Source: an optimization exercise on an open RTL-to-GDS flow (aim: small area and a short achievable clock period). Production flows keep margins and buffers that such runs may drop.
RTL that was checked went through simulation tests only; none was proved equivalent to the original.
Function not checked in runs 1, 3 and 4: the RTL went through the layout flow alone.

===== flow/design.v =====
package fir_xifu_pkg;
  typedef enum logic [1:0] {
    OpNop   = 2'd0,
    OpLoad  = 2'd1,
    OpStore = 2'd2,
    OpDotp  = 2'd3
  } fir_op_e;
  localparam logic Mode16 = 1'b0;
  localparam logic Mode8  = 1'b1;
endpackage
module fir_xifu_simd_dotp (
  input  logic [15:0] ml_i,
  input  logic [15:0] mh_i,
  input  logic [23:0] dig_i,
  input  logic [32:0] d_i,
  output logic [32:0] x_o
);
  wire [16:0] m0 = {mh_i[7], mh_i[7:0], ml_i[7:0]};
  wire [16:0] pp0_0;
  assign pp0_0[0] = ((dig_i[1] & m0[0]) | (dig_i[0] & 1'b0)) ^ dig_i[2];
  assign pp0_0[1] = ((dig_i[1] & m0[1]) | (dig_i[0] & m0[0])) ^ dig_i[2];
  assign pp0_0[2] = ((dig_i[1] & m0[2]) | (dig_i[0] & m0[1])) ^ dig_i[2];
  assign pp0_0[3] = ((dig_i[1] & m0[3]) | (dig_i[0] & m0[2])) ^ dig_i[2];
  assign pp0_0[4] = ((dig_i[1] & m0[4]) | (dig_i[0] & m0[3])) ^ dig_i[2];
  assign pp0_0[5] = ((dig_i[1] & m0[5]) | (dig_i[0] & m0[4])) ^ dig_i[2];
  assign pp0_0[6] = ((dig_i[1] & m0[6]) | (dig_i[0] & m0[5])) ^ dig_i[2];
  assign pp0_0[7] = ((dig_i[1] & m0[7]) | (dig_i[0] & m0[6])) ^ dig_i[2];
  assign pp0_0[8] = ((dig_i[1] & m0[8]) | (dig_i[0] & m0[7])) ^ dig_i[2];
  assign pp0_0[9] = ((dig_i[1] & m0[9]) | (dig_i[0] & m0[8])) ^ dig_i[2];
  assign pp0_0[10] = ((dig_i[1] & m0[10]) | (dig_i[0] & m0[9])) ^ dig_i[2];
  assign pp0_0[11] = ((dig_i[1] & m0[11]) | (dig_i[0] & m0[10])) ^ dig_i[2];
  assign pp0_0[12] = ((dig_i[1] & m0[12]) | (dig_i[0] & m0[11])) ^ dig_i[2];
  assign pp0_0[13] = ((dig_i[1] & m0[13]) | (dig_i[0] & m0[12])) ^ dig_i[2];
  assign pp0_0[14] = ((dig_i[1] & m0[14]) | (dig_i[0] & m0[13])) ^ dig_i[2];
  assign pp0_0[15] = ((dig_i[1] & m0[15]) | (dig_i[0] & m0[14])) ^ dig_i[2];
  assign pp0_0[16] = ((dig_i[1] & m0[16]) | (dig_i[0] & m0[15])) ^ dig_i[2];
  wire [16:0] pp0_1;
  assign pp0_1[0] = ((dig_i[4] & m0[0]) | (dig_i[3] & 1'b0)) ^ dig_i[5];
  assign pp0_1[1] = ((dig_i[4] & m0[1]) | (dig_i[3] & m0[0])) ^ dig_i[5];
  assign pp0_1[2] = ((dig_i[4] & m0[2]) | (dig_i[3] & m0[1])) ^ dig_i[5];
  assign pp0_1[3] = ((dig_i[4] & m0[3]) | (dig_i[3] & m0[2])) ^ dig_i[5];
  assign pp0_1[4] = ((dig_i[4] & m0[4]) | (dig_i[3] & m0[3])) ^ dig_i[5];
  assign pp0_1[5] = ((dig_i[4] & m0[5]) | (dig_i[3] & m0[4])) ^ dig_i[5];
  assign pp0_1[6] = ((dig_i[4] & m0[6]) | (dig_i[3] & m0[5])) ^ dig_i[5];
  assign pp0_1[7] = ((dig_i[4] & m0[7]) | (dig_i[3] & m0[6])) ^ dig_i[5];
  assign pp0_1[8] = ((dig_i[4] & m0[8]) | (dig_i[3] & m0[7])) ^ dig_i[5];
  assign pp0_1[9] = ((dig_i[4] & m0[9]) | (dig_i[3] & m0[8])) ^ dig_i[5];
  assign pp0_1[10] = ((dig_i[4] & m0[10]) | (dig_i[3] & m0[9])) ^ dig_i[5];
  assign pp0_1[11] = ((dig_i[4] & m0[11]) | (dig_i[3] & m0[10])) ^ dig_i[5];
  assign pp0_1[12] = ((dig_i[4] & m0[12]) | (dig_i[3] & m0[11])) ^ dig_i[5];
  assign pp0_1[13] = ((dig_i[4] & m0[13]) | (dig_i[3] & m0[12])) ^ dig_i[5];
  assign pp0_1[14] = ((dig_i[4] & m0[14]) | (dig_i[3] & m0[13])) ^ dig_i[5];
  assign pp0_1[15] = ((dig_i[4] & m0[15]) | (dig_i[3] & m0[14])) ^ dig_i[5];
  assign pp0_1[16] = ((dig_i[4] & m0[16]) | (dig_i[3] & m0[15])) ^ dig_i[5];
  wire [16:0] pp0_2;
  assign pp0_2[0] = ((dig_i[7] & m0[0]) | (dig_i[6] & 1'b0)) ^ dig_i[8];
  assign pp0_2[1] = ((dig_i[7] & m0[1]) | (dig_i[6] & m0[0])) ^ dig_i[8];
  assign pp0_2[2] = ((dig_i[7] & m0[2]) | (dig_i[6] & m0[1])) ^ dig_i[8];
  assign pp0_2[3] = ((dig_i[7] & m0[3]) | (dig_i[6] & m0[2])) ^ dig_i[8];
  assign pp0_2[4] = ((dig_i[7] & m0[4]) | (dig_i[6] & m0[3])) ^ dig_i[8];
  assign pp0_2[5] = ((dig_i[7] & m0[5]) | (dig_i[6] & m0[4])) ^ dig_i[8];
  assign pp0_2[6] = ((dig_i[7] & m0[6]) | (dig_i[6] & m0[5])) ^ dig_i[8];
  assign pp0_2[7] = ((dig_i[7] & m0[7]) | (dig_i[6] & m0[6])) ^ dig_i[8];
  assign pp0_2[8] = ((dig_i[7] & m0[8]) | (dig_i[6] & m0[7])) ^ dig_i[8];
  assign pp0_2[9] = ((dig_i[7] & m0[9]) | (dig_i[6] & m0[8])) ^ dig_i[8];
  assign pp0_2[10] = ((dig_i[7] & m0[10]) | (dig_i[6] & m0[9])) ^ dig_i[8];
  assign pp0_2[11] = ((dig_i[7] & m0[11]) | (dig_i[6] & m0[10])) ^ dig_i[8];
  assign pp0_2[12] = ((dig_i[7] & m0[12]) | (dig_i[6] & m0[11])) ^ dig_i[8];
  assign pp0_2[13] = ((dig_i[7] & m0[13]) | (dig_i[6] & m0[12])) ^ dig_i[8];
  assign pp0_2[14] = ((dig_i[7] & m0[14]) | (dig_i[6] & m0[13])) ^ dig_i[8];
  assign pp0_2[15] = ((dig_i[7] & m0[15]) | (dig_i[6] & m0[14])) ^ dig_i[8];
  assign pp0_2[16] = ((dig_i[7] & m0[16]) | (dig_i[6] & m0[15])) ^ dig_i[8];
  wire [16:0] pp0_3;
  assign pp0_3[0] = ((dig_i[10] & m0[0]) | (dig_i[9] & 1'b0)) ^ dig_i[11];
  assign pp0_3[1] = ((dig_i[10] & m0[1]) | (dig_i[9] & m0[0])) ^ dig_i[11];
  assign pp0_3[2] = ((dig_i[10] & m0[2]) | (dig_i[9] & m0[1])) ^ dig_i[11];
  assign pp0_3[3] = ((dig_i[10] & m0[3]) | (dig_i[9] & m0[2])) ^ dig_i[11];
  assign pp0_3[4] = ((dig_i[10] & m0[4]) | (dig_i[9] & m0[3])) ^ dig_i[11];
  assign pp0_3[5] = ((dig_i[10] & m0[5]) | (dig_i[9] & m0[4])) ^ dig_i[11];
  assign pp0_3[6] = ((dig_i[10] & m0[6]) | (dig_i[9] & m0[5])) ^ dig_i[11];
  assign pp0_3[7] = ((dig_i[10] & m0[7]) | (dig_i[9] & m0[6])) ^ dig_i[11];
  assign pp0_3[8] = ((dig_i[10] & m0[8]) | (dig_i[9] & m0[7])) ^ dig_i[11];
  assign pp0_3[9] = ((dig_i[10] & m0[9]) | (dig_i[9] & m0[8])) ^ dig_i[11];
  assign pp0_3[10] = ((dig_i[10] & m0[10]) | (dig_i[9] & m0[9])) ^ dig_i[11];
  assign pp0_3[11] = ((dig_i[10] & m0[11]) | (dig_i[9] & m0[10])) ^ dig_i[11];
  assign pp0_3[12] = ((dig_i[10] & m0[12]) | (dig_i[9] & m0[11])) ^ dig_i[11];
  assign pp0_3[13] = ((dig_i[10] & m0[13]) | (dig_i[9] & m0[12])) ^ dig_i[11];
  assign pp0_3[14] = ((dig_i[10] & m0[14]) | (dig_i[9] & m0[13])) ^ dig_i[11];
  assign pp0_3[15] = ((dig_i[10] & m0[15]) | (dig_i[9] & m0[14])) ^ dig_i[11];
  assign pp0_3[16] = ((dig_i[10] & m0[16]) | (dig_i[9] & m0[15])) ^ dig_i[11];
  wire [16:0] m1 = {mh_i[15], mh_i[15:8], ml_i[15:8]};
  wire [16:0] pp1_0;
  assign pp1_0[0] = ((dig_i[13] & m1[0]) | (dig_i[12] & 1'b0)) ^ dig_i[14];
  assign pp1_0[1] = ((dig_i[13] & m1[1]) | (dig_i[12] & m1[0])) ^ dig_i[14];
  assign pp1_0[2] = ((dig_i[13] & m1[2]) | (dig_i[12] & m1[1])) ^ dig_i[14];
  assign pp1_0[3] = ((dig_i[13] & m1[3]) | (dig_i[12] & m1[2])) ^ dig_i[14];
  assign pp1_0[4] = ((dig_i[13] & m1[4]) | (dig_i[12] & m1[3])) ^ dig_i[14];
  assign pp1_0[5] = ((dig_i[13] & m1[5]) | (dig_i[12] & m1[4])) ^ dig_i[14];
  assign pp1_0[6] = ((dig_i[13] & m1[6]) | (dig_i[12] & m1[5])) ^ dig_i[14];
  assign pp1_0[7] = ((dig_i[13] & m1[7]) | (dig_i[12] & m1[6])) ^ dig_i[14];
  assign pp1_0[8] = ((dig_i[13] & m1[8]) | (dig_i[12] & m1[7])) ^ dig_i[14];
  assign pp1_0[9] = ((dig_i[13] & m1[9]) | (dig_i[12] & m1[8])) ^ dig_i[14];
  assign pp1_0[10] = ((dig_i[13] & m1[10]) | (dig_i[12] & m1[9])) ^ dig_i[14];
  assign pp1_0[11] = ((dig_i[13] & m1[11]) | (dig_i[12] & m1[10])) ^ dig_i[14];
  assign pp1_0[12] = ((dig_i[13] & m1[12]) | (dig_i[12] & m1[11])) ^ dig_i[14];
  assign pp1_0[13] = ((dig_i[13] & m1[13]) | (dig_i[12] & m1[12])) ^ dig_i[14];
  assign pp1_0[14] = ((dig_i[13] & m1[14]) | (dig_i[12] & m1[13])) ^ dig_i[14];
  assign pp1_0[15] = ((dig_i[13] & m1[15]) | (dig_i[12] & m1[14])) ^ dig_i[14];
  assign pp1_0[16] = ((dig_i[13] & m1[16]) | (dig_i[12] & m1[15])) ^ dig_i[14];
  wire [16:0] pp1_1;
  assign pp1_1[0] = ((dig_i[16] & m1[0]) | (dig_i[15] & 1'b0)) ^ dig_i[17];
  assign pp1_1[1] = ((dig_i[16] & m1[1]) | (dig_i[15] & m1[0])) ^ dig_i[17];
  assign pp1_1[2] = ((dig_i[16] & m1[2]) | (dig_i[15] & m1[1])) ^ dig_i[17];
  assign pp1_1[3] = ((dig_i[16] & m1[3]) | (dig_i[15] & m1[2])) ^ dig_i[17];
  assign pp1_1[4] = ((dig_i[16] & m1[4]) | (dig_i[15] & m1[3])) ^ dig_i[17];
  assign pp1_1[5] = ((dig_i[16] & m1[5]) | (dig_i[15] & m1[4])) ^ dig_i[17];
  assign pp1_1[6] = ((dig_i[16] & m1[6]) | (dig_i[15] & m1[5])) ^ dig_i[17];
  assign pp1_1[7] = ((dig_i[16] & m1[7]) | (dig_i[15] & m1[6])) ^ dig_i[17];
  assign pp1_1[8] = ((dig_i[16] & m1[8]) | (dig_i[15] & m1[7])) ^ dig_i[17];
  assign pp1_1[9] = ((dig_i[16] & m1[9]) | (dig_i[15] & m1[8])) ^ dig_i[17];
  assign pp1_1[10] = ((dig_i[16] & m1[10]) | (dig_i[15] & m1[9])) ^ dig_i[17];
  assign pp1_1[11] = ((dig_i[16] & m1[11]) | (dig_i[15] & m1[10])) ^ dig_i[17];
  assign pp1_1[12] = ((dig_i[16] & m1[12]) | (dig_i[15] & m1[11])) ^ dig_i[17];
  assign pp1_1[13] = ((dig_i[16] & m1[13]) | (dig_i[15] & m1[12])) ^ dig_i[17];
  assign pp1_1[14] = ((dig_i[16] & m1[14]) | (dig_i[15] & m1[13])) ^ dig_i[17];
  assign pp1_1[15] = ((dig_i[16] & m1[15]) | (dig_i[15] & m1[14])) ^ dig_i[17];
  assign pp1_1[16] = ((dig_i[16] & m1[16]) | (dig_i[15] & m1[15])) ^ dig_i[17];
  wire [16:0] pp1_2;
  assign pp1_2[0] = ((dig_i[19] & m1[0]) | (dig_i[18] & 1'b0)) ^ dig_i[20];
  assign pp1_2[1] = ((dig_i[19] & m1[1]) | (dig_i[18] & m1[0])) ^ dig_i[20];
  assign pp1_2[2] = ((dig_i[19] & m1[2]) | (dig_i[18] & m1[1])) ^ dig_i[20];
  assign pp1_2[3] = ((dig_i[19] & m1[3]) | (dig_i[18] & m1[2])) ^ dig_i[20];
  assign pp1_2[4] = ((dig_i[19] & m1[4]) | (dig_i[18] & m1[3])) ^ dig_i[20];
  assign pp1_2[5] = ((dig_i[19] & m1[5]) | (dig_i[18] & m1[4])) ^ dig_i[20];
  assign pp1_2[6] = ((dig_i[19] & m1[6]) | (dig_i[18] & m1[5])) ^ dig_i[20];
  assign pp1_2[7] = ((dig_i[19] & m1[7]) | (dig_i[18] & m1[6])) ^ dig_i[20];
  assign pp1_2[8] = ((dig_i[19] & m1[8]) | (dig_i[18] & m1[7])) ^ dig_i[20];
  assign pp1_2[9] = ((dig_i[19] & m1[9]) | (dig_i[18] & m1[8])) ^ dig_i[20];
  assign pp1_2[10] = ((dig_i[19] & m1[10]) | (dig_i[18] & m1[9])) ^ dig_i[20];
  assign pp1_2[11] = ((dig_i[19] & m1[11]) | (dig_i[18] & m1[10])) ^ dig_i[20];
  assign pp1_2[12] = ((dig_i[19] & m1[12]) | (dig_i[18] & m1[11])) ^ dig_i[20];
  assign pp1_2[13] = ((dig_i[19] & m1[13]) | (dig_i[18] & m1[12])) ^ dig_i[20];
  assign pp1_2[14] = ((dig_i[19] & m1[14]) | (dig_i[18] & m1[13])) ^ dig_i[20];
  assign pp1_2[15] = ((dig_i[19] & m1[15]) | (dig_i[18] & m1[14])) ^ dig_i[20];
  assign pp1_2[16] = ((dig_i[19] & m1[16]) | (dig_i[18] & m1[15])) ^ dig_i[20];
  wire [16:0] pp1_3;
  assign pp1_3[0] = ((dig_i[22] & m1[0]) | (dig_i[21] & 1'b0)) ^ dig_i[23];
  assign pp1_3[1] = ((dig_i[22] & m1[1]) | (dig_i[21] & m1[0])) ^ dig_i[23];
  assign pp1_3[2] = ((dig_i[22] & m1[2]) | (dig_i[21] & m1[1])) ^ dig_i[23];
  assign pp1_3[3] = ((dig_i[22] & m1[3]) | (dig_i[21] & m1[2])) ^ dig_i[23];
  assign pp1_3[4] = ((dig_i[22] & m1[4]) | (dig_i[21] & m1[3])) ^ dig_i[23];
  assign pp1_3[5] = ((dig_i[22] & m1[5]) | (dig_i[21] & m1[4])) ^ dig_i[23];
  assign pp1_3[6] = ((dig_i[22] & m1[6]) | (dig_i[21] & m1[5])) ^ dig_i[23];
  assign pp1_3[7] = ((dig_i[22] & m1[7]) | (dig_i[21] & m1[6])) ^ dig_i[23];
  assign pp1_3[8] = ((dig_i[22] & m1[8]) | (dig_i[21] & m1[7])) ^ dig_i[23];
  assign pp1_3[9] = ((dig_i[22] & m1[9]) | (dig_i[21] & m1[8])) ^ dig_i[23];
  assign pp1_3[10] = ((dig_i[22] & m1[10]) | (dig_i[21] & m1[9])) ^ dig_i[23];
  assign pp1_3[11] = ((dig_i[22] & m1[11]) | (dig_i[21] & m1[10])) ^ dig_i[23];
  assign pp1_3[12] = ((dig_i[22] & m1[12]) | (dig_i[21] & m1[11])) ^ dig_i[23];
  assign pp1_3[13] = ((dig_i[22] & m1[13]) | (dig_i[21] & m1[12])) ^ dig_i[23];
  assign pp1_3[14] = ((dig_i[22] & m1[14]) | (dig_i[21] & m1[13])) ^ dig_i[23];
  assign pp1_3[15] = ((dig_i[22] & m1[15]) | (dig_i[21] & m1[14])) ^ dig_i[23];
  assign pp1_3[16] = ((dig_i[22] & m1[16]) | (dig_i[21] & m1[15])) ^ dig_i[23];
  wire s0 = d_i[2] ^ dig_i[5];
  wire c0 = d_i[2] & dig_i[5];
  wire s1, c1;
  assign {c1, s1} = {d_i[4]} + {dig_i[8]} + {dig_i[20]};
  wire s2 = pp0_0[4] ^ pp0_1[2];
  wire c2 = pp0_0[4] & pp0_1[2];
  wire s3, c3;
  assign {c3, s3} = {d_i[5]} + {pp0_0[5]} + {pp0_1[3]};
  wire s4 = pp0_2[1] ^ pp1_0[5];
  wire c4 = pp0_2[1] & pp1_0[5];
  wire s5, c5;
  assign {c5, s5} = {d_i[6]} + {pp0_0[6]} + {pp0_1[4]};
  wire s6, c6;
  assign {c6, s6} = {pp0_2[2]} + {pp0_3[0]} + {pp1_0[6]};
  wire s7 = pp1_1[4] ^ pp1_2[2];
  wire c7 = pp1_1[4] & pp1_2[2];
  wire s8, c8;
  assign {c8, s8} = {d_i[7]} + {pp0_0[7]} + {pp0_1[5]};
  wire s9, c9;
  assign {c9, s9} = {pp0_2[3]} + {pp0_3[1]} + {pp1_0[7]};
  wire s10, c10;
  assign {c10, s10} = {pp1_1[5]} + {pp1_2[3]} + {pp1_3[1]};
  wire s11, c11;
  assign {c11, s11} = {d_i[8]} + {pp0_0[8]} + {pp0_1[6]};
  wire s12, c12;
  assign {c12, s12} = {pp0_2[4]} + {pp0_3[2]} + {pp1_0[8]};
  wire s13, c13;
  assign {c13, s13} = {pp1_1[6]} + {pp1_2[4]} + {pp1_3[2]};
  wire s14, c14;
  assign {c14, s14} = {d_i[9]} + {pp0_0[9]} + {pp0_1[7]};
  wire s15, c15;
  assign {c15, s15} = {pp0_2[5]} + {pp0_3[3]} + {pp1_0[9]};
  wire s16, c16;
  assign {c16, s16} = {pp1_1[7]} + {pp1_2[5]} + {pp1_3[3]};
  wire s17, c17;
  assign {c17, s17} = {d_i[10]} + {pp0_0[10]} + {pp0_1[8]};
  wire s18, c18;
  assign {c18, s18} = {pp0_2[6]} + {pp0_3[4]} + {pp1_0[10]};
  wire s19, c19;
  assign {c19, s19} = {pp1_1[8]} + {pp1_2[6]} + {pp1_3[4]};
  wire s20, c20;
  assign {c20, s20} = {d_i[11]} + {pp0_0[11]} + {pp0_1[9]};
  wire s21, c21;
  assign {c21, s21} = {pp0_2[7]} + {pp0_3[5]} + {pp1_0[11]};
  wire s22, c22;
  assign {c22, s22} = {pp1_1[9]} + {pp1_2[7]} + {pp1_3[5]};
  wire s23, c23;
  assign {c23, s23} = {d_i[12]} + {pp0_0[12]} + {pp0_1[10]};
  wire s24, c24;
  assign {c24, s24} = {pp0_2[8]} + {pp0_3[6]} + {pp1_0[12]};
  wire s25, c25;
  assign {c25, s25} = {pp1_1[10]} + {pp1_2[8]} + {pp1_3[6]};
  wire s26, c26;
  assign {c26, s26} = {d_i[13]} + {pp0_0[13]} + {pp0_1[11]};
  wire s27, c27;
  assign {c27, s27} = {pp0_2[9]} + {pp0_3[7]} + {pp1_0[13]};
  wire s28, c28;
  assign {c28, s28} = {pp1_1[11]} + {pp1_2[9]} + {pp1_3[7]};
  wire s29, c29;
  assign {c29, s29} = {d_i[14]} + {pp0_0[14]} + {pp0_1[12]};
  wire s30, c30;
  assign {c30, s30} = {pp0_2[10]} + {pp0_3[8]} + {pp1_0[14]};
  wire s31, c31;
  assign {c31, s31} = {pp1_1[12]} + {pp1_2[10]} + {pp1_3[8]};
  wire s32, c32;
  assign {c32, s32} = {d_i[15]} + {pp0_0[15]} + {pp0_1[13]};
  wire s33, c33;
  assign {c33, s33} = {pp0_2[11]} + {pp0_3[9]} + {pp1_0[15]};
  wire s34, c34;
  assign {c34, s34} = {pp1_1[13]} + {pp1_2[11]} + {pp1_3[9]};
  wire s35, c35;
  assign {c35, s35} = {d_i[16]} + {~pp0_0[16]} + {pp0_1[14]};
  wire s36, c36;
  assign {c36, s36} = {pp0_2[12]} + {pp0_3[10]} + {~pp1_0[16]};
  wire s37, c37;
  assign {c37, s37} = {pp1_1[14]} + {pp1_2[12]} + {pp1_3[10]};
  wire s38, c38;
  assign {c38, s38} = {1'b1} + {d_i[17]} + {pp0_1[15]};
  wire s39, c39;
  assign {c39, s39} = {pp0_2[13]} + {pp0_3[11]} + {pp1_1[15]};
  wire s40 = pp1_2[13] ^ pp1_3[11];
  wire c40 = pp1_2[13] & pp1_3[11];
  wire s41, c41;
  assign {c41, s41} = {1'b1} + {d_i[18]} + {~pp0_1[16]};
  wire s42, c42;
  assign {c42, s42} = {pp0_2[14]} + {pp0_3[12]} + {~pp1_1[16]};
  wire s43 = pp1_2[14] ^ pp1_3[12];
  wire c43 = pp1_2[14] & pp1_3[12];
  wire s44, c44;
  assign {c44, s44} = {d_i[19]} + {pp0_2[15]} + {pp0_3[13]};
  wire s45 = 1'b1 ^ d_i[20];
  wire c45 = 1'b1 & d_i[20];
  wire s46 = d_i[0] ^ dig_i[2];
  wire c46 = d_i[0] & dig_i[2];
  wire s47, c47;
  assign {c47, s47} = {dig_i[17]} + {s0} + {pp0_0[2]};
  wire s48, c48;
  assign {c48, s48} = {d_i[3]} + {c0} + {pp0_0[3]};
  wire s49 = pp0_1[1] ^ pp1_0[3];
  wire c49 = pp0_1[1] & pp1_0[3];
  wire s50, c50;
  assign {c50, s50} = {s1} + {pp0_2[0]} + {pp1_0[4]};
  wire s51, c51;
  assign {c51, s51} = {pp1_1[2]} + {pp1_2[0]} + {s2};
  wire s52, c52;
  assign {c52, s52} = {c1} + {pp1_1[3]} + {pp1_2[1]};
  wire s53, c53;
  assign {c53, s53} = {c2} + {s4} + {s3};
  wire s54, c54;
  assign {c54, s54} = {pp1_3[0]} + {c4} + {s7};
  wire s55, c55;
  assign {c55, s55} = {c3} + {s5} + {s6};
  wire s56, c56;
  assign {c56, s56} = {c7} + {c5} + {c6};
  wire s57, c57;
  assign {c57, s57} = {s8} + {s9} + {s10};
  wire s58, c58;
  assign {c58, s58} = {c8} + {c9} + {c10};
  wire s59, c59;
  assign {c59, s59} = {s11} + {s12} + {s13};
  wire s60, c60;
  assign {c60, s60} = {c11} + {c12} + {c13};
  wire s61, c61;
  assign {c61, s61} = {s14} + {s15} + {s16};
  wire s62, c62;
  assign {c62, s62} = {c14} + {c15} + {c16};
  wire s63, c63;
  assign {c63, s63} = {s17} + {s18} + {s19};
  wire s64, c64;
  assign {c64, s64} = {c17} + {c18} + {c19};
  wire s65, c65;
  assign {c65, s65} = {s20} + {s21} + {s22};
  wire s66, c66;
  assign {c66, s66} = {c20} + {c21} + {c22};
  wire s67, c67;
  assign {c67, s67} = {s23} + {s24} + {s25};
  wire s68, c68;
  assign {c68, s68} = {c23} + {c24} + {c25};
  wire s69, c69;
  assign {c69, s69} = {s26} + {s27} + {s28};
  wire s70, c70;
  assign {c70, s70} = {c26} + {c27} + {c28};
  wire s71, c71;
  assign {c71, s71} = {s29} + {s30} + {s31};
  wire s72, c72;
  assign {c72, s72} = {c29} + {c30} + {c31};
  wire s73, c73;
  assign {c73, s73} = {s32} + {s33} + {s34};
  wire s74, c74;
  assign {c74, s74} = {c32} + {c33} + {c34};
  wire s75, c75;
  assign {c75, s75} = {s35} + {s36} + {s37};
  wire s76, c76;
  assign {c76, s76} = {s40} + {c35} + {c36};
  wire s77, c77;
  assign {c77, s77} = {c37} + {s38} + {s39};
  wire s78, c78;
  assign {c78, s78} = {c40} + {s43} + {c38};
  wire s79, c79;
  assign {c79, s79} = {c39} + {s41} + {s42};
  wire s80, c80;
  assign {c80, s80} = {pp1_2[15]} + {pp1_3[13]} + {c43};
  wire s81, c81;
  assign {c81, s81} = {c41} + {c42} + {s44};
  wire s82, c82;
  assign {c82, s82} = {s45} + {~pp0_2[16]} + {pp0_3[14]};
  wire s83, c83;
  assign {c83, s83} = {~pp1_2[16]} + {pp1_3[14]} + {c44};
  wire s84, c84;
  assign {c84, s84} = {d_i[21]} + {c45} + {pp0_3[15]};
  wire s85 = 1'b1 ^ d_i[22];
  wire c85 = 1'b1 & d_i[22];
  wire s86 = dig_i[14] ^ s46;
  wire c86 = dig_i[14] & s46;
  wire s87, c87;
  assign {c87, s87} = {d_i[1]} + {c46} + {pp0_0[1]};
  wire s88, c88;
  assign {c88, s88} = {pp0_1[0]} + {pp1_0[2]} + {pp1_1[0]};
  wire s89, c89;
  assign {c89, s89} = {pp1_1[1]} + {s49} + {c47};
  wire s90, c90;
  assign {c90, s90} = {c49} + {c48} + {s50};
  wire s91, c91;
  assign {c91, s91} = {c50} + {s52} + {c51};
  wire s92, c92;
  assign {c92, s92} = {c52} + {s54} + {c53};
  wire s93, c93;
  assign {c93, s93} = {c54} + {c55} + {s56};
  wire s94, c94;
  assign {c94, s94} = {c56} + {c57} + {s58};
  wire s95, c95;
  assign {c95, s95} = {c58} + {c59} + {s60};
  wire s96, c96;
  assign {c96, s96} = {c60} + {c61} + {s62};
  wire s97, c97;
  assign {c97, s97} = {c62} + {c63} + {s64};
  wire s98, c98;
  assign {c98, s98} = {c64} + {c65} + {s66};
  wire s99, c99;
  assign {c99, s99} = {c66} + {c67} + {s68};
  wire s100, c100;
  assign {c100, s100} = {c68} + {c69} + {s70};
  wire s101, c101;
  assign {c101, s101} = {c70} + {c71} + {s72};
  wire s102, c102;
  assign {c102, s102} = {c72} + {c73} + {s74};
  wire s103, c103;
  assign {c103, s103} = {c74} + {c75} + {s76};
  wire s104, c104;
  assign {c104, s104} = {c76} + {c77} + {s78};
  wire s105, c105;
  assign {c105, s105} = {s80} + {c78} + {c79};
  wire s106, c106;
  assign {c106, s106} = {s82} + {c80} + {c81};
  wire s107, c107;
  assign {c107, s107} = {pp1_3[15]} + {c82} + {s84};
  wire s108, c108;
  assign {c108, s108} = {s85} + {~pp0_3[16]} + {~pp1_3[16]};
  wire s109 = pp0_0[0] ^ pp1_0[0];
  wire c109 = pp0_0[0] & pp1_0[0];
  wire s110, c110;
  assign {c110, s110} = {pp1_0[1]} + {c86} + {s87};
  wire s111, c111;
  assign {c111, s111} = {c87} + {s88} + {s47};
  wire s112, c112;
  assign {c112, s112} = {c88} + {s48} + {s89};
  wire s113, c113;
  assign {c113, s113} = {s51} + {c89} + {s90};
  wire s114, c114;
  assign {c114, s114} = {c90} + {s53} + {s91};
  wire s115, c115;
  assign {c115, s115} = {s55} + {c91} + {s92};
  wire s116, c116;
  assign {c116, s116} = {s57} + {c92} + {s93};
  wire s117, c117;
  assign {c117, s117} = {s59} + {c93} + {s94};
  wire s118, c118;
  assign {c118, s118} = {s61} + {c94} + {s95};
  wire s119, c119;
  assign {c119, s119} = {s63} + {c95} + {s96};
  wire s120, c120;
  assign {c120, s120} = {s65} + {c96} + {s97};
  wire s121, c121;
  assign {c121, s121} = {s67} + {c97} + {s98};
  wire s122, c122;
  assign {c122, s122} = {s69} + {c98} + {s99};
  wire s123, c123;
  assign {c123, s123} = {s71} + {c99} + {s100};
  wire s124, c124;
  assign {c124, s124} = {s73} + {c100} + {s101};
  wire s125, c125;
  assign {c125, s125} = {s75} + {c101} + {s102};
  wire s126, c126;
  assign {c126, s126} = {s77} + {c102} + {s103};
  wire s127, c127;
  assign {c127, s127} = {s79} + {c103} + {s104};
  wire s128, c128;
  assign {c128, s128} = {s81} + {c104} + {s105};
  wire s129, c129;
  assign {c129, s129} = {s83} + {c105} + {s106};
  wire s130, c130;
  assign {c130, s130} = {c83} + {s107} + {c106};
  wire s131, c131;
  assign {c131, s131} = {c84} + {s108} + {c107};
  wire s132, c132;
  assign {c132, s132} = {d_i[23]} + {c85} + {c108};
  wire [32:0] row0 = {d_i[32], d_i[31], d_i[30], d_i[29], d_i[28], d_i[27], d_i[26], d_i[25], c132, c131, c130, c129, c128, c127, c126, c125, c124, c123, c122, c121, c120, c119, c118, c117, c116, c115, c114, c113, c112, c111, c110, c109, s109};
  wire [32:0] row1 = {1'b0, 1'b0, 1'b0, 1'b0, 1'b0, 1'b0, 1'b0, 1'b0, d_i[24], s132, s131, s130, s129, s128, s127, s126, s125, s124, s123, s122, s121, s120, s119, s118, s117, s116, s115, s114, s113, s112, s111, s110, s86};
  assign x_o = row0 + row1;
endmodule
module fir_xifu_ex_simd #(
  parameter int unsigned XLEN    = 32,
  parameter int unsigned MAC_LAT = 3,
  parameter int unsigned ID_W    = 4
) (
  input  logic            clk_i,
  input  logic            rst_i,
  input  logic            clear_i,
  input  logic            in_valid_i,
  output logic            in_ready_o,
  input  logic [1:0]      in_op_i,
  input  logic            in_mode_i,
  input  logic            in_sat_i,
  input  logic [ID_W-1:0] in_id_i,
  input  logic [4:0]      in_rd_i,
  input  logic [4:0]      in_rs1_i,
  input  logic [XLEN-1:0] in_base_i,
  input  logic [11:0]     in_imm_i,
  input  logic [4:0]      in_shamt_i,
  input  logic [XLEN-1:0] op_a_i,
  input  logic [XLEN-1:0] op_b_i,
  input  logic [XLEN-1:0] op_c_i,
  input  logic            commit_valid_i,
  input  logic [ID_W-1:0] commit_id_i,
  input  logic            commit_kill_i,
  input  logic            fwd_we_i,
  input  logic [4:0]      fwd_rd_i,
  input  logic [XLEN-1:0] fwd_result_i,
  output logic            mem_valid_o,
  input  logic            mem_ready_i,
  output logic [31:0]     mem_addr_o,
  output logic            mem_we_o,
  output logic [XLEN-1:0] mem_wdata_o,
  output logic [ID_W-1:0] mem_id_o,
  output logic            out_valid_o,
  input  logic            out_ready_i,
  output logic [1:0]      out_op_o,
  output logic [4:0]      out_rd_o,
  output logic [ID_W-1:0] out_id_o,
  output logic [XLEN-1:0] out_result_o,
  output logic [31:0]     out_next_addr_o
);
  logic st_idle_q, st_mac0_q, st_mac1_q, st_wait_q, st_mem_q, st_done_q;
  logic [1:0]      op_q;
  logic [4:0]      rd_q;
  logic [ID_W-1:0] id_q;
  logic            mode8_q, sat_q;
  logic [31:0]     a_q;
  logic [15:0]     mh_q;
  logic [23:0]     dig_q;
  logic [17:0]     r_q;
  logic [32:0]     d_q;
  logic            accept, is_dotp, is_mem, is_store;
  logic [31:0]     base, store_data;
  logic            accept_commit, wait_hit;
  logic [32:0]     x, c_biased;
  logic [2:0]      nb_lo, nb_hi;
  logic [23:0]     dig_acc, dig_mac0;
  logic            ovf;
  logic [31:0]     next_addr;
  logic            addr_c12, addr_inc, addr_dec;
  logic [19:0]     addr_ones, addr_zeros;
  assign accept        = st_idle_q & in_valid_i;
  assign is_dotp       = (in_op_i == fir_xifu_pkg::OpDotp);
  assign is_store      = (in_op_i == fir_xifu_pkg::OpStore);
  assign is_mem        = (in_op_i == fir_xifu_pkg::OpLoad) | is_store;
  assign base          = (fwd_we_i && (fwd_rd_i == in_rs1_i)) ? fwd_result_i : in_base_i;
  assign store_data    = $signed(op_c_i) >>> in_shamt_i;
  assign accept_commit = commit_valid_i && (commit_id_i == in_id_i) && !commit_kill_i;
  assign wait_hit      = commit_valid_i && (commit_id_i == id_q);
  assign nb_lo = {1'b0, op_b_i[7] & op_b_i[23], op_b_i[7] ^ op_b_i[23]};
  assign nb_hi = {1'b0, op_b_i[15] & op_b_i[31], op_b_i[15] ^ op_b_i[31]};
  assign c_biased = {op_c_i[31], op_c_i} +
                    (in_mode_i ? {8'hff, 16'd0, nb_lo + nb_hi, 6'd0}
                               : {9'h1ff, 8'd0, nb_hi[1:0], 6'd0, nb_lo[1:0], 6'd0});
  function automatic logic [11:0] booth4(input logic [7:0] q, input logic qm1);
    logic [8:0] e;
    e = {q, qm1};
    for (int k = 0; k < 4; k++) begin
      booth4[3*k+2] = e[2*k+2];
      booth4[3*k+1] = e[2*k+1] ^ e[2*k];
      booth4[3*k]   = (e[2*k+2] & ~e[2*k+1] & ~e[2*k]) | (~e[2*k+2] & e[2*k+1] & e[2*k]);
    end
  endfunction
  assign dig_acc  = {booth4(op_b_i[23:16], 1'b0), booth4(op_b_i[7:0], 1'b0)};
  assign dig_mac0 = {booth4(r_q[15:8], r_q[17]), booth4(r_q[7:0], r_q[16])};
  fir_xifu_simd_dotp u_dotp (
    .ml_i ({a_q[23:16], a_q[7:0]}),
    .mh_i (mh_q),
    .dig_i(dig_q),
    .d_i  (d_q),
    .x_o  (x)
  );
  assign {addr_c12, next_addr[11:0]} = {1'b0, a_q[11:0]} + {1'b0, r_q[11:0]};
  assign addr_inc = addr_c12 & ~r_q[11];
  assign addr_dec = ~addr_c12 & r_q[11];
  always_comb begin
    addr_ones[0]  = 1'b1;
    addr_zeros[0] = 1'b1;
    for (int k = 1; k < 20; k++) begin
      addr_ones[k]  = addr_ones[k-1] & a_q[11+k];
      addr_zeros[k] = addr_zeros[k-1] & ~a_q[11+k];
    end
  end
  assign next_addr[31:12] = a_q[31:12] ^ (({20{addr_inc}} & addr_ones) | ({20{addr_dec}} & addr_zeros));
  always_ff @(posedge clk_i) begin
    if (rst_i || clear_i) begin
      st_idle_q <= 1'b1;
      st_mac0_q <= 1'b0;
      st_mac1_q <= 1'b0;
      st_wait_q <= 1'b0;
      st_mem_q  <= 1'b0;
      st_done_q <= 1'b0;
    end else begin
      st_idle_q <= (st_idle_q & ~in_valid_i) | (st_done_q & out_ready_i) |
                   (st_wait_q & wait_hit & commit_kill_i);
      st_mac0_q <= accept & is_dotp;
      st_mac1_q <= st_mac0_q;
      st_wait_q <= (accept & is_store & ~accept_commit) | (st_wait_q & ~wait_hit);
      st_mem_q  <= (accept & (in_op_i == fir_xifu_pkg::OpLoad)) |
                   (accept & is_store & accept_commit) |
                   (st_wait_q & wait_hit & ~commit_kill_i) | (st_mem_q & ~mem_ready_i);
      st_done_q <= (accept & (in_op_i == fir_xifu_pkg::OpNop)) | st_mac1_q |
                   (st_mem_q & mem_ready_i) | (st_done_q & ~out_ready_i);
    end
  end
  always_ff @(posedge clk_i) begin
    if (accept) begin
      op_q    <= in_op_i;
      rd_q    <= in_rd_i;
      id_q    <= in_id_i;
      mode8_q <= in_mode_i;
      sat_q   <= in_sat_i;
      a_q     <= is_dotp ? op_a_i : (is_mem ? base : 32'd0);
      r_q     <= {op_b_i[23] & ~in_mode_i, op_b_i[7] & ~in_mode_i, op_b_i[31:24],
                  is_dotp ? op_b_i[15:8] : in_imm_i[7:0]};
      if (!is_dotp) r_q[11:8] <= in_imm_i[11:8];
      d_q     <= is_dotp ? c_biased : (is_mem ? {1'b0, store_data} : 33'd0);
    end else if (st_mac0_q) begin
      d_q        <= mode8_q ? x : {{8{x[32]}}, x[32:8]};
      r_q[7:0]   <= x[7:0];
      if (mode8_q) begin
        a_q[7:0]   <= a_q[15:8];
        a_q[23:16] <= a_q[31:24];
      end
    end else if (st_mac1_q) begin
      d_q <= mode8_q ? x : {~x[24], x[23:0], r_q[7:0]};
      a_q <= 32'd0;
    end else if (st_mem_q && mem_ready_i) begin
      d_q <= 33'd0;
      a_q <= next_addr;
    end
  end
  always_ff @(posedge clk_i) begin
    if (st_mac0_q) begin
      dig_q <= dig_mac0;
      mh_q  <= mode8_q ? {{8{a_q[31]}}, {8{a_q[15]}}} : {a_q[31:24], a_q[15:8]};
    end else begin
      dig_q <= dig_acc;
      mh_q  <= in_mode_i ? {{8{op_a_i[23]}}, {8{op_a_i[7]}}} : {op_a_i[31:24], op_a_i[15:8]};
    end
  end
  assign in_ready_o      = st_idle_q;
  assign mem_valid_o     = st_mem_q;
  assign out_valid_o     = st_done_q;
  assign mem_addr_o      = a_q;
  assign mem_we_o        = (op_q == fir_xifu_pkg::OpStore);
  assign mem_wdata_o     = d_q[31:0];
  assign mem_id_o        = id_q;
  assign out_op_o        = op_q;
  assign out_rd_o        = rd_q;
  assign out_id_o        = id_q;
  assign ovf             = d_q[32] ^ d_q[31];
  assign out_result_o    = (sat_q && ovf) ? {d_q[32], {31{~d_q[32]}}} : d_q[31:0];
  assign out_next_addr_o = a_q;
endmodule

===== flow/flow/run.sh =====
#!/bin/bash
set -euo pipefail
bash standard.sh SETUP_SLACK_MARGIN=7.5 "BUFFER_PORTS_ARGS=-buffer_cell sky130_fd_sc_hd__buf_1" finish > standard_flow.log 2>&1

===== flow/standard.sh =====
#!/bin/bash
# synth_recipe.tcl (not shown) runs the flow's synth.tcl, then flattens the netlist and writes it again
# the make line also repeats each setting of config.mk as NAME=value (left out here)
make -C /OpenROAD-flow-scripts/flow DESIGN_CONFIG=/design/flow/config.mk WORK_HOME=/design/flow/orfs CLKGATE_MAP_FILE= SYNTH_SCRIPT=/design/flow/synth_recipe.tcl "${@:-finish}"

===== flow/config.mk =====
export PLATFORM = sky130hd
export DESIGN_NAME = fir_xifu_ex_simd
export DESIGN_NICKNAME = fir_xifu_ex_simd
export VERILOG_FILES = /design/flow/design.v
export SDC_FILE = /design/flow/constraint.sdc
export NUM_CORES = 4
export LEC_CHECK = 0
export CAP_MARGIN = 20
export CORE_MARGIN = 2
export CORE_UTILIZATION = 40
export SLEW_MARGIN = 20

===== flow/constraint.sdc =====
create_clock -name core_clock -period 12.5 [get_ports {clk_i}]
set_input_delay 2.5000 -clock core_clock [delete_from_list [all_inputs] [get_ports {clk_i}]]
set_output_delay 2.5000 -clock core_clock [all_outputs]
set_load 0.01 [all_outputs]

==> impl_metrics.toml, run 1 <==
[status]
outcome = "complete, no violations"

[global_routing]
grt_overflow_total = 0
grt_pass1_wl_um = 107000
grt_max_degree = 57
track_usage_pct = 29.6
grt_pass1_vias = 17144
antenna_found_initial = 2

[routing]
totalWireLength_um = 72500
drt-pass1-iter-count = 6
via_per_inst = 6.07
post-route-drc-count = 0
ant_nets = 0
wl_per_cell_um = 24.7
detail_route.iter0.violations = 2100
vias = 17821

[placement]
gp_congestion = 0.938
dp_hpwl_um = 54500
port_buffers = 359
dp.cells = 2799
place_ws_ns = 6.11

[critical_path]
required_ns = 12.66
cp_cell_sequence = "buf_8, ha_4, ha_4, fa_1, mux2_4, ha_4, a21o_1, a21o_1, a211oi_2, nor2_2, and4_1, xor2_1, a222oi_1, o221ai_1"
max_stage_delay_ns = 0.44
cp-end-kind = "flop"
critPathKind = "input port to flop"
cpMostUsedCell = "ha_4"
crit_path_top_delay_cell = "fa_1"
cp_num_buf_inv = 1
cpLargestDelayFamily = "compound AO/OA/AOI/OAI gates"
cp-start-kind = "input port"
critPathMaxFanout = 3
critPathArrivalTime_ns = 5.53

[sta]
drv_slew = 0
rsz0062_at_grt = "true"
setup_violations = 0
fin_tns_setup_ns = 0
timing.final.ws_setup_ns = 7.13
fin_crit_sh_pct = 42.9
tightest_slew_ns = 1.09
skew_ns = 0.0166
slew_headroom_pct = 27.1
fmax_mhz = 186
whs_ns = 0.538
period_minus_slack_ns = 5.37
finalHoldViolCount = 0

[yosys]
synthCells = 2050
synth_cell_type_count = 75
ys_seq_area_share_pct = 20.8
synth-seq-cells = 142
syn-num-nets = 2450
ys.flop_type = "edfxtp_1"
synth.cell_area_um2 = 18300
synth_warnings = 1
async_reset_ff_share_pct = 0
syn_avg_cell_area_um2 = 8.93
synth_edf_count = 96

[cells_and_area]
nets = 2725
mostFrequentLayoutCells = "buf_1, nand2_1, xor2_1, inv_1, a22oi_1"
drive_gt1_share_pct = 20.1
areaGrowthSynthToFinish_pct = 22.2
stdcell_count = 2938
diodes = 0
mostFrequentLayoutCell = "buf_1"

[clock_tree]
ctsLongestPathBuffers = 2
clkSinkCount = 142
clk_pin_slew_ns = 0.07
worstSkewPairLatency_ns = 0.44
root_buffer = "clkbuf_16"
cts_tree = "built"
postCtsHoldBufs = 0
cts_buffers = 17
htreeDepth = 4

[floorplanning]
coreArea_um2 = 45300
start_util_pct = 40.4
chipWidth_um = 218
die_y_um = 218
die-area_um2 = 47500
rows = 78
io_pins = 360

[run]
cap_violations = 0

[min_path]
hold_path_class = "flop to flop"
==> state kept, by name, indices dropped and copies added (netlist names) <==
signal	cells
st_done_q	1
d_q	33
mh_q	16
mode8_q	1
st_mac0_q	1
op_q	2
id_q	4
st_wait_q	1
rd_q	5
st_mac1_q	1
sat_q	1
dig_q	24
st_idle_q	1
r_q	18
a_q	32
st_mem_q	1
==> final timing paths <==
path         startpoint        end  slack [ns]  depth (start not counted)
max          op_b_i[15]    d_q[21]        7.13                         14
max reg2reg      a_q[3]    d_q[18]        7.20                         19
min           st_wait_q  st_idle_q        0.54                          2
min reg2reg   st_wait_q  st_idle_q        0.54                          2
==> area by class of cell <==
type,instances,area [um2]
Inverter,132,497
Multi-Input combinational cell,1545,14200
Sequential cell,142,3910
Clock buffer,19,454
Tap cell,600,751
Clock inverter,13,100
Fill cell,4304,22900
Timing Repair Buffer,487,2450
==> routing by layer <==
| layer | track usage, % | vias up | wire, um |
|---|---|---|---|
| li1 | - | 7816 | - |
| met3 | 4.35 | 127 | 6040 |
| met4 | 10.6 | 2 | 2620 |
| met1 | 40.6 | 8873 | 29700 |
| met5 | 0 | - | 13 |
| met2 | 47.3 | 1003 | 34200 |
==> cells in the mapped netlist (10+ instances only) <==
| master | instances | area (um2) |
|---|---|---|
| nand2_1 | 189 | 709 |
| nand4_1 | 10 | 62.6 |
| clkbuf_1 | 130 | 488 |
| nor3_1 | 29 | 145 |
| clkbuf_2 | 13 | 65.1 |
| a21o_1 | 48 | 360 |
| a21oi_1 | 87 | 435 |
| a222oi_1 | 26 | 260 |
| nand2b_1 | 10 | 62.6 |
| o21ai_0 | 106 | 531 |
| a31oi_1 | 11 | 68.8 |
| inv_1 | 127 | 477 |
| o221ai_1 | 20 | 175 |
| xor2_1 | 143 | 1250 |
| fa_1 | 123 | 2460 |
| mux2i_1 | 65 | 651 |
| xnor2_1 | 100 | 876 |
| edfxtp_1 | 96 | 2880 |
| and3_1 | 15 | 93.8 |
| nor2_1 | 93 | 349 |
| nand3_1 | 29 | 145 |
| ha_1 | 64 | 801 |
| o211ai_1 | 13 | 97.6 |
| buf_4 | 70 | 526 |
| nor2b_1 | 11 | 68.8 |
| mux2_2 | 32 | 360 |
| a22oi_1 | 146 | 1100 |
| mux4_2 | 24 | 541 |
| dfxtp_1 | 46 | 921 |
| a211oi_1 | 23 | 173 |
==> tightest hold or removal path, stage by stage (launching register included) <==
cell and delay, ns:
dfxtp_1 0.34, nand3_1 0.08, nand2_1 0.07
==> through the flow <==
step | util, % | cell area, um2
finish | 49.4 | 22400
floorplan | - | 18700
global route | 49.4 | 22400
CTS | 47.7 | 21600
detailed placement | 43.3 | 19600
global placement | 43.3 | 19600
==> kinds of logic (layout without fill, tap and decap cells) <==
kind of cell | count (synthesis) | in the layout | share of synthesized area [%]
compound gates | 552 | 552 | 20.7
simple gates | 442 | 442 | 11.5
buf+inv | 363 | 651 | 9.07
xor+xnor | 243 | 243 | 11.6
fa+ha+maj | 187 | 187 | 17.8
flops | 142 | 142 | 20.8
mux | 121 | 121 | 8.48
==> what timing repair did <==
action | CTS | global route
setup buffers | 75 | 32
gates resized for setup | 220 | 98
setup endpoints to repair | 38 | 41
pin swaps | 89 | 71
==> inputs of run 2 (changes only) <==
--- a/flow/design.v
+++ b/flow/design.v
@@ -488,5 +488,6 @@
   logic            accept_commit, wait_hit;
   logic [32:0]     x, c_biased;
-  logic [2:0]      nb_lo, nb_hi;
+  logic            nb_x1, nb_a1, nb_x2, nb_a2;
+  logic [2:0]      nb_cnt;
   logic [23:0]     dig_acc, dig_mac0;
   logic            ovf;
@@ -502,9 +503,14 @@
   assign accept_commit = commit_valid_i && (commit_id_i == in_id_i) && !commit_kill_i;
   assign wait_hit      = commit_valid_i && (commit_id_i == id_q);
-  assign nb_lo = {1'b0, op_b_i[7] & op_b_i[23], op_b_i[7] ^ op_b_i[23]};
-  assign nb_hi = {1'b0, op_b_i[15] & op_b_i[31], op_b_i[15] ^ op_b_i[31]};
+  assign nb_x1 = op_b_i[7] ^ op_b_i[23];
+  assign nb_a1 = op_b_i[7] & op_b_i[23];
+  assign nb_x2 = op_b_i[15] ^ op_b_i[31];
+  assign nb_a2 = op_b_i[15] & op_b_i[31];
+  assign nb_cnt = {(nb_a1 & nb_a2) | ((nb_a1 ^ nb_a2) & nb_x1 & nb_x2),
+                   (nb_a1 ^ nb_a2) ^ (nb_x1 & nb_x2),
+                   nb_x1 ^ nb_x2};
   assign c_biased = {op_c_i[31], op_c_i} +
-                    (in_mode_i ? {8'hff, 16'd0, nb_lo + nb_hi, 6'd0}
-                               : {9'h1ff, 8'd0, nb_hi[1:0], 6'd0, nb_lo[1:0], 6'd0});
+                    (in_mode_i ? {8'hff, 16'd0, nb_cnt, 6'd0}
+                               : {9'h1ff, 8'd0, nb_a2, nb_x2, 6'd0, nb_a1, nb_x1, 6'd0});
   function automatic logic [11:0] booth4(input logic [7:0] q, input logic qm1);
     logic [8:0] e;
==> impl_metrics.toml, run 2 <==
[sta]
whs_ns = 0.539
finalHoldViolCount = 0
rsz0062_at_grt = "true"
fin_crit_sh_pct = 41.2
setup_violations = 0
period_minus_slack_ns = 5.15
skew_ns = 0.0198
fin_tns_setup_ns = 0
fmax_mhz = 194
slew_headroom_pct = 33.8
drv_slew = 0
tightest_slew_ns = 0.994

[critical_path]
cp-start-kind = "input port"
critPathKind = "input port to flop"
cp_num_buf_inv = 1
cpLargestDelayFamily = "adder cells"
critPathArrivalTime_ns = 5.33
max_stage_delay_ns = 0.37
cp-end-kind = "flop"
required_ns = 12.68
critPathMaxFanout = 6
cpMostUsedCell = "ha_4"
cp_cell_sequence = "buf_12, ha_4, ha_4, mux2_4, ha_4, fa_2, a21oi_2, nor2b_4, a31o_4, or3b_4, nand2b_4, xnor2_4, a221oi_2, o211ai_1"
crit_path_top_delay_cell = "fa_2"

[yosys]
synth.cell_area_um2 = 18300
synth_most_common_cell = "nand2_1"
ys.flop_type = "edfxtp_1"
synth-seq-cells = 142
yosys.area.top_type_share_pct = 15.8
synth_common_cells = "nand2_1, a22oi_1, xor2_1"
synthCells = 2034
synthTopCellsByArea = "edfxtp_1, fa_1, xor2_1"
async_reset_ff_share_pct = 0
synth_largest_area_cell = "edfxtp_1"
synth_edf_count = 96
ys_seq_area_share_pct = 20.8
synth_warnings = 1
synth_cell_type_count = 75
syn_avg_cell_area_um2 = 8.98
syn-num-nets = 2434

[routing]
post-route-drc-count = 0
totalWireLength_um = 71600
detail_route.iter0.violations = 2121
ant_nets = 0
vias = 17755
via_per_inst = 5.97
wl_per_cell_um = 24.1
drt-pass1-iter-count = 6

[cells_and_area]
stdcell_count = 2975
nets = 2761
drive_gt1_share_pct = 23.4
regMostFlops = "d_q"
largest_reg_flops = 33
mostFrequentLayoutCells = "buf_1, nand2_1, buf_4, xor2_1, inv_1"
n_fill_cell = 4151
fin_util_pct = 50.9
areaGrowthSynthToFinish_pct = 26.1
design_area_um2 = 23000
mostFrequentLayoutCell = "buf_1"
reg.largest.list = "d_q (33), a_q (32), dig_q (24)"

[run]
cap_violations = 0

[placement]
gp_congestion = 0.921
dp.cells = 2790
dp_hpwl_um = 53500
port_buffers = 359
dpl_cell_area_um2 = 19600

[global_routing]
grt_max_degree = 56
antenna_found_initial = 4
grt_overflow_total = 0
grt_pass1_wl_um = 105000
track_usage_pct = 29.2
grt_pass1_vias = 16997

[clock_tree]
cts_buffers = 17
ctsLongestPathBuffers = 2
clk_pin_slew_ns = 0.07
postCtsHoldBufs = 0
root_buffer = "clkbuf_16"
clkSinkCount = 142
worstSkewPairLatency_ns = 0.45
htreeDepth = 4
cts_tree = "built"

[floorplanning]
io_pins = 360
coreArea_um2 = 45200
start_util_pct = 40.4
chipWidth_um = 218
die-area_um2 = 47400
die_y_um = 218
rows = 78

[min_path]
hold_path_class = "flop to flop"

[status]
outcome = "complete, no violations"
[run 2: cell types whose count changed in the layout (fill, tap and decap cells not counted), sizes merged, moves of 7 or more]
cell,before,now
nand2,189,176
a21oi,87,94
nand3,29,18
mux4,24,15
mux2i,65,95
buf,485,528
o211ai,13,22
inv,139,127
mux2,32,47
and3,15,8
[run 2: worst register-to-register path: cells and delay by family (launching register included)]
kind                       cells  cell delay, ns
adders and majority gates      5            2.30
AOI/OAI and AO/OA              5            0.93
xor gates and xnor gates       1            0.20
and+or+nand+nor                3            0.40
buffers and inverters          4            0.56
DFF                            1            0.49
[run 2: final cells by class]
cell class                 count  area (um2)  area share (%)
clock inverter                15         189           0.821
antenna                        1        2.50          0.0109
sequential                   142        3900            16.9
inverter                     126         499            2.17
tap                          600         751            3.26
clock buffer                  17         425            1.85
timing repair buffer         530        2880            12.5
multi-input combinational   1544       14400            62.4
[run 2: cells by family (layout without fill, tap and decap cells)]
family,Yosys count,count (layout),synth area share [%]
muxes,157,157,9.95
adders and majority gates,187,187,17.8
buffers and inverters,348,688,8.77
DFF,142,142,20.8
other,0,1,0
and+or+nand+nor,414,414,10.8
xor gates and xnor gates,241,241,11.6
AOI/OAI and AO/OA,545,545,20.3
[run 2: final timing paths]
check | startpoint | endpoint | slack (ns) | cells after the start
worst max register to register | a_q[18] | d_q[24] | 7.36 | 18
worst max-delay path | op_b_i[23] | d_q[28] | 7.35 | 14
worst min-delay path | st_idle_q | st_idle_q | 0.54 | 2
worst min register to register | st_idle_q | st_idle_q | 0.54 | 2
[run 2: repair_timing]
action | CTS | global route
setup buffers | 101 | 50
resized for setup | 248 | 125
pin swaps | 117 | 102
endpoints found under the setup margin | 50 | 54
cloned | 1 | 0
[run 2: metal layers]
metal	global-route usage (%)	vias to the layer above	wire length [um]	share of wire [%]
met2	46.5	939	33400	47
met1	40.5	8831	30000	42
met5	0	-	13	0.018
li1	-	7859	-	-
met4	10.7	2	2410	3.4
met3	3.99	124	5770	8.1
[run 2: through the flow]
step | setup WS, ns
after global placement | 6.15
after detailed placement | 6.10
after floorplan | 7.17
after CTS | 7.38
final | 7.35
after global routing | 7.16
==> inputs of run 3 (changes only) <==
--- a/flow/design.v
+++ b/flow/design.v
@@ -430,5 +430,7 @@
   wire [32:0] row0 = {d_i[32], d_i[31], d_i[30], d_i[29], d_i[28], d_i[27], d_i[26], d_i[25], c132, c131, c130, c129, c128, c127, c126, c125, c124, c123, c122, c121, c120, c119, c118, c117, c116, c115, c114, c113, c112, c111, c110, c109, s109};
   wire [32:0] row1 = {1'b0, 1'b0, 1'b0, 1'b0, 1'b0, 1'b0, 1'b0, 1'b0, d_i[24], s132, s131, s130, s129, s128, s127, s126, s125, s124, s123, s122, s121, s120, s119, s118, s117, s116, s115, s114, s113, s112, s111, s110, s86};
-  assign x_o = row0 + row1;
+  wire [25:0] lo = {1'b0, row0[24:0]} + {1'b0, row1[24:0]};
+  wire [7:0] hi_inc = row0[32:25] + 1'b1;
+  assign x_o = {lo[25] ? hi_inc : row0[32:25], lo[24:0]};
 endmodule
 module fir_xifu_ex_simd #(
==> impl_metrics.toml, run 3 <==
[status]
outcome = "complete, no violations"

[yosys]
yosys.area.top_type_share_pct = 15.7
syn_avg_cell_area_um2 = 8.88
synth_edf_count = 96
synthTopCellsByArea = "edfxtp_1, fa_1, xor2_1"
synth_warnings = 1
synth_largest_area_cell = "edfxtp_1"
synthCells = 2065
synth-seq-cells = 142
syn-num-nets = 2466
synth.cell_area_um2 = 18300
async_reset_ff_share_pct = 0
synth_most_common_cell = "nand2_1"
synth_common_cells = "nand2_1, a22oi_1, xor2_1"
ys.flop_type = "edfxtp_1"
ys_seq_area_share_pct = 20.7
synth_cell_type_count = 80

[critical_path]
critPathKind = "flop to flop"
critPathMaxFanout = 5
cp_cell_sequence = "buf_6, buf_12, buf_4, a22oi_1, xor2_1, fa_1, fa_2, fa_1, fa_1, inv_2, ha_4, and3_4, nand3_1, or3b_4, buf_12, a211oi_1, xnor2_1, o221a_2, o211ai_1"
cpMostUsedCell = "fa_1"
rr_worst_depth = 19
required_ns = 12.67
critPathArrivalTime_ns = 5.66
crit_start = "a_q[5]"
reg2reg_slack_ns = 7.02
crit_path_top_delay_cell = "fa_1"
max_stage_delay_ns = 0.52
r2r-start = "a_q[5]"
worstReg2RegEnd = "d_q[28]"
cp-start-kind = "flop"
cp-end-kind = "flop"

[cells_and_area]
reg.largest.list = "d_q (33), a_q (32), dig_q (24)"
nets = 2762
diodes = 0
regMostFlops = "d_q"
mostFrequentLayoutCells = "buf_1, nand2_1, inv_1, xor2_1, buf_4"
areaGrowthSynthToFinish_pct = 23.1
drive_gt1_share_pct = 21.4
largest_reg_flops = 33
mostFrequentLayoutCell = "buf_1"

[floorplanning]
die-area_um2 = 47600
coreArea_um2 = 45300
io_pins = 360
start_util_pct = 40.5
chipWidth_um = 218
die_y_um = 218
rows = 78

[run]
cap_violations = 0

[global_routing]
antenna_found_initial = 3
grt_pass1_wl_um = 106000
track_usage_pct = 29.6
grt_max_degree = 57
grt_pass1_vias = 17202
grt_overflow_total = 0

[clock_tree]
clkSinkCount = 142
cts_buffers = 17
worstSkewPairLatency_ns = 0.45
htreeDepth = 4
ctsLongestPathBuffers = 2
root_buffer = "clkbuf_16"
postCtsHoldBufs = 0
clk_pin_slew_ns = 0.08
cts_tree = "built"

[min_path]
hold_path_class = "flop to flop"
min_path_cells = 2
holdPathEnd = "st_idle_q"
worstHoldStart = "st_wait_q"

[routing]
totalWireLength_um = 72200
ant_nets = 0
drt-pass1-iter-count = 9
via_per_inst = 5.99
wl_per_cell_um = 24.3
vias = 17829
detail_route.iter0.violations = 2305
post-route-drc-count = 0

[sta]
whs_ns = 0.521
tightest_slew_ns = 1.00
skew_ns = 0.0192
rsz0062_at_grt = "true"
slew_headroom_pct = 32.8
fin_crit_sh_pct = 43.9
fin_tns_setup_ns = 0
setup_violations = 0
finalHoldViolCount = 0
period_minus_slack_ns = 5.48
fmax_mhz = 182
drv_slew = 0

[placement]
port_buffers = 359
gp_congestion = 0.985
dp_hpwl_um = 54500
run 3: logic make-up (layout without fill, tap and decap cells):
kind of cell               count (synthesis)  in the layout  share of synthesized area [%]
buffers and inverters                    361            670                           9.14
DFF                                      142            142                           20.7
and+or+nand+nor                          499            499                           12.6
adders and majority gates                188            188                           17.8
muxes                                    126            126                           9.15
AOI/OAI and AO/OA                        512            512                           19.2
xor gates and xnor gates                 237            237                           11.3
run 3: critical path: cells and delay by family, from the launching register on:
family,cells,cell delay [ns]
adder cells (fa/ha/maj),5,2.23
AO/OA/AOI/OAI,4,0.80
AND/OR/NAND/NOR,3,0.77
flip-flops,1,0.38
buffers and inverters,5,0.59
XOR/XNOR,2,0.43
run 3: final cells by class:
| cell class | instances | area, um2 |
|---|---|---|
| Multi-Input combinational cell | 1562 | 14100 |
| Sequential cell | 142 | 3920 |
| Clock inverter | 14 | 135 |
| Fill cell | 4283 | 22700 |
| Timing Repair Buffer | 501 | 2660 |
| Tap cell | 600 | 751 |
| Inverter | 137 | 523 |
| Clock buffer | 18 | 429 |
run 3: layer usage:
metal / global-route usage, % / share of wire [%] / wire (um)
met1: 39.9 / 41 / 29500
met4: 11.2 / 3.6 / 2620
met2: 46.6 / 46 / 33300
met5: 0 / 0 / 0
met3: 6.15 / 9.3 / 6730
run 3: through the flow:
step                instance area, um2  cells  setup slack, ns  utilization (%)
floorplan                        18900   2065             7.14                -
global placement                 19800   2815             6.23             43.7
detailed placement               19800   2815             6.23             43.7
CTS                              21600   2931             7.09             47.7
global route                     22600   2974             6.90             49.8
finish                           22600   2974             7.02             49.8
run 3: timing repair:
item,CTS,global route
buffers inserted,84,42
setup endpoints to repair,54,57
gates cloned,0,0
pin swaps,63,86
resized for setup,171,124
run 3: worst max path at each step:
stage | depth (start not counted) | to | slack (ns)
after detailed placement | 14 | d_q[20] | 6.23
final | 19 | d_q[28] | 7.02
after global routing | 16 | d_q[31] | 6.90
after floorplan | 13 | d_q[20] | 7.14
after global placement | 14 | d_q[20] | 6.23
after CTS | 17 | d_q[26] | 7.09
==> inputs of run 4 (changes only) <==
--- a/flow/design.v
+++ b/flow/design.v
@@ -494,4 +494,5 @@
   logic [23:0]     dig_acc, dig_mac0;
   logic            ovf;
+  logic [32:0]     res_exact;
   logic [31:0]     next_addr;
   logic            addr_c12, addr_inc, addr_dec;
@@ -571,5 +572,5 @@
       rd_q    <= in_rd_i;
       id_q    <= in_id_i;
-      mode8_q <= in_mode_i;
+      mode8_q <= in_mode_i | ~is_dotp;   
       sat_q   <= in_sat_i;
       a_q     <= is_dotp ? op_a_i : (is_mem ? base : 32'd0);
@@ -586,5 +587,5 @@
       end
     end else if (st_mac1_q) begin
-      d_q <= mode8_q ? x : {~x[24], x[23:0], r_q[7:0]};
+      d_q <= x;
       a_q <= 32'd0;
     end else if (st_mem_q && mem_ready_i) begin
@@ -612,6 +613,7 @@
   assign out_rd_o        = rd_q;
   assign out_id_o        = id_q;
-  assign ovf             = d_q[32] ^ d_q[31];
-  assign out_result_o    = (sat_q && ovf) ? {d_q[32], {31{~d_q[32]}}} : d_q[31:0];
+  assign res_exact       = mode8_q ? d_q : {~d_q[24], d_q[23:0], r_q[7:0]};
+  assign ovf             = res_exact[32] ^ res_exact[31];
+  assign out_result_o    = (sat_q && ovf) ? {res_exact[32], {31{~res_exact[32]}}} : res_exact[31:0];
   assign out_next_addr_o = a_q;
 endmodule
==> impl_metrics.toml, run 4 <==
[sta]
timing.final.ws_setup_ns = 7.08
fin_crit_sh_pct = 43.3
setup_violations = 0
skew_ns = 0.0171
rsz0062_at_grt = "true"
drv_slew = 0
whs_ns = 0.543
fin_tns_setup_ns = 0
fmax_mhz = 185
slew_headroom_pct = 41.1

[routing]
vias = 17403
drt-pass1-iter-count = 6
detail_route.iter0.violations = 1894
post-route-drc-count = 0
ant_nets = 0
totalWireLength_um = 68800

[clock_tree]
root_buffer = "clkbuf_16"
htreeDepth = 4
cts_tree = "built"
clk_pin_slew_ns = 0.07
worstSkewPairLatency_ns = 0.46
clkSinkCount = 142
cts_buffers = 17

[yosys]
synth_largest_area_cell = "edfxtp_1"
async_reset_ff_share_pct = 0
synth_edf_count = 96
synthCells = 2051
synth_cell_type_count = 72
synth_common_cells = "nand2_1, a22oi_1, xor2_1"
synth_most_common_cell = "nand2_1"
yosys.area.top_type_share_pct = 15.7
ys_seq_area_share_pct = 20.7
synth_warnings = 1
synth.cell_area_um2 = 18400
ys.flop_type = "edfxtp_1"
syn_avg_cell_area_um2 = 8.96
synthTopCellsByArea = "edfxtp_1, fa_1, xor2_1"
syn-num-nets = 2452

[critical_path]
cpLargestDelayFamily = "adder cells"
cp.depth = 18
crit_path_top_delay_cell = "edfxtp_1"
cp_num_buf_inv = 3
cp_cell_sequence = "buf_6, a22oi_2, xor2_1, fa_2, fa_2, fa_1, fa_1, inv_1, ha_4, nand2_4, nor2_4, nand3_4, a2111o_1, a21oi_4, buf_12, nor2_4, mux2_4, a221o_1"
required_ns = 12.70
critPathArrivalTime_ns = 5.62
reg2reg_slack_ns = 7.08
critPathKind = "flop to flop"
cp-start-kind = "flop"
cp-end-kind = "flop"
critPathMaxFanout = 5

[floorplanning]
die_y_um = 218
chipWidth_um = 218
rows = 78
die-area_um2 = 47700

[cells_and_area]
nets = 2723
largest_reg_flops = 33
regMostFlops = "d_q"
mostFrequentLayoutCells = "buf_1, nand2_1, xor2_1, o21ai_0, inv_1"
drive_gt1_share_pct = 18.8
fin_util_pct = 48.5
reg.largest.list = "d_q (33), a_q (32), dig_q (24)"
diodes = 0

[run]
cap_violations = 0

[global_routing]
grt_overflow_total = 0
grt_pass1_vias = 16671

[status]
outcome = "complete, no violations"

[min_path]
hold_path_class = "flop to flop"

[placement]
gp_congestion = 0.927
[run 4: changes by cell type after synthesis, moves of 7 or more]
cell	change
nor2_1	-10
nand2_1	-89
o21ai_0	+32
clkbuf_1	+25
buf_2	-12
mux2i_1	+42
a21oi_1	+14
inv_1	-13
o211ai_1	+7
nand2b_1	+15
[run 4: stage by stage]
stage	instance area (um2)	instances
floorplan	18700	2051
global placement	19600	2786
detailed placement	19600	2786
CTS	21200	2892
global route	22000	2935
finish	22000	2935
[run 4: worst reg2reg max path, delay by kind of cell (launching register included)]
| kind | cells | cell delay (ns) |
|---|---|---|
| compound gates | 4 | 1.16 |
| xor+xnor | 1 | 0.24 |
| fa+ha+maj | 5 | 2.07 |
| buf+inv | 3 | 0.41 |
| flops | 1 | 0.56 |
| mux | 1 | 0.31 |
| simple gates | 4 | 0.42 |
[run 4: cells by family (layout without fill, tap and decap cells)]
family          after synthesis  count (layout)  synth area share, %
fa+ha+maj                   188             188                 17.8
mux                         164             164                 10.8
buf+inv                     363             647                 8.99
simple gates                413             413                 10.8
compound gates              541             541                 19.4
xor+xnor                    240             240                 11.4
flops                       142             142                 20.7
[run 4: routing by layer]
| metal | vias to the layer above | GRT usage [%] | wire length (um) |
|---|---|---|---|
| met5 | - | 0 | 13 |
| met4 | 2 | 9.82 | 2280 |
| met3 | 115 | 3.55 | 5390 |
| met2 | 836 | 44.8 | 31700 |
| met1 | 8663 | 40.2 | 29400 |
| li1 | 7787 | - | - |
[run 4: area by class of cell]
cell class	count	area (um2)
Inverter	125	477
Multi-Input combinational cell	1546	13900
Clock buffer	18	450
Clock inverter	14	101
Timing Repair Buffer	490	2460
Sequential cell	142	3910
Fill cell	4287	23400
Tap cell	600	751
[run 4: what timing repair did]
item,in CTS,in global routing
hold buffers,0,0
buffers inserted,74,42
gates resized for setup,162,95
setup endpoints to repair,148,47
pin swaps,32,59
[run 4: final timing paths]
path / start / end
worst max register to register: a_q[0] / d_q[20]
worst min-delay path: st_wait_q / st_idle_q
worst min register to register: st_wait_q / st_idle_q
worst max-delay path: a_q[0] / d_q[20]

## re-timing with driven ports
No port has a modelled driver above. Below, the same layouts with a new extraction and two added sets of constraints.
Step 1: set_driving_cell puts a clkbuf_16 on clk_i and a buf_2 on each other input, an assumption about the parent block.
Step 2 moves the port delays by t, midway between the first and last clock arrival at a register: inputs arrive t later, outputs are due t later. That takes back most of the time a late clock gives input paths.
Three values: ideal ports, drivers, drivers and shift; two values: the first two.
run	shift t [ns]	slack for setup (ns)	hold slack, ns	latest minus earliest clock arrival (ns)	slew at the worst register clock pin (ns)
run 1	0.482	7.131 / 7.135 / 6.652	0.538 / 0.538 / 0.538	0.017 / 0.017	0.07 / 0.07
run 2	0.493	7.352 / 7.335 / 6.842	0.539 / 0.539 / 0.539	0.021 / 0.022	0.08 / 0.08
run 3	0.501	7.019 / 7.019 / 6.619	0.521 / 0.521 / 0.521	0.019 / 0.020	0.08 / 0.08
run 4	0.508	7.083 / 7.083 / 6.751	0.543 / 0.543 / 0.543	0.017 / 0.017	0.07 / 0.07
After both steps every run listed still meets setup and hold. The setup slack of run 2, which loses most, moves by -0.017 ns with the drivers and by -0.510 ns with both steps.
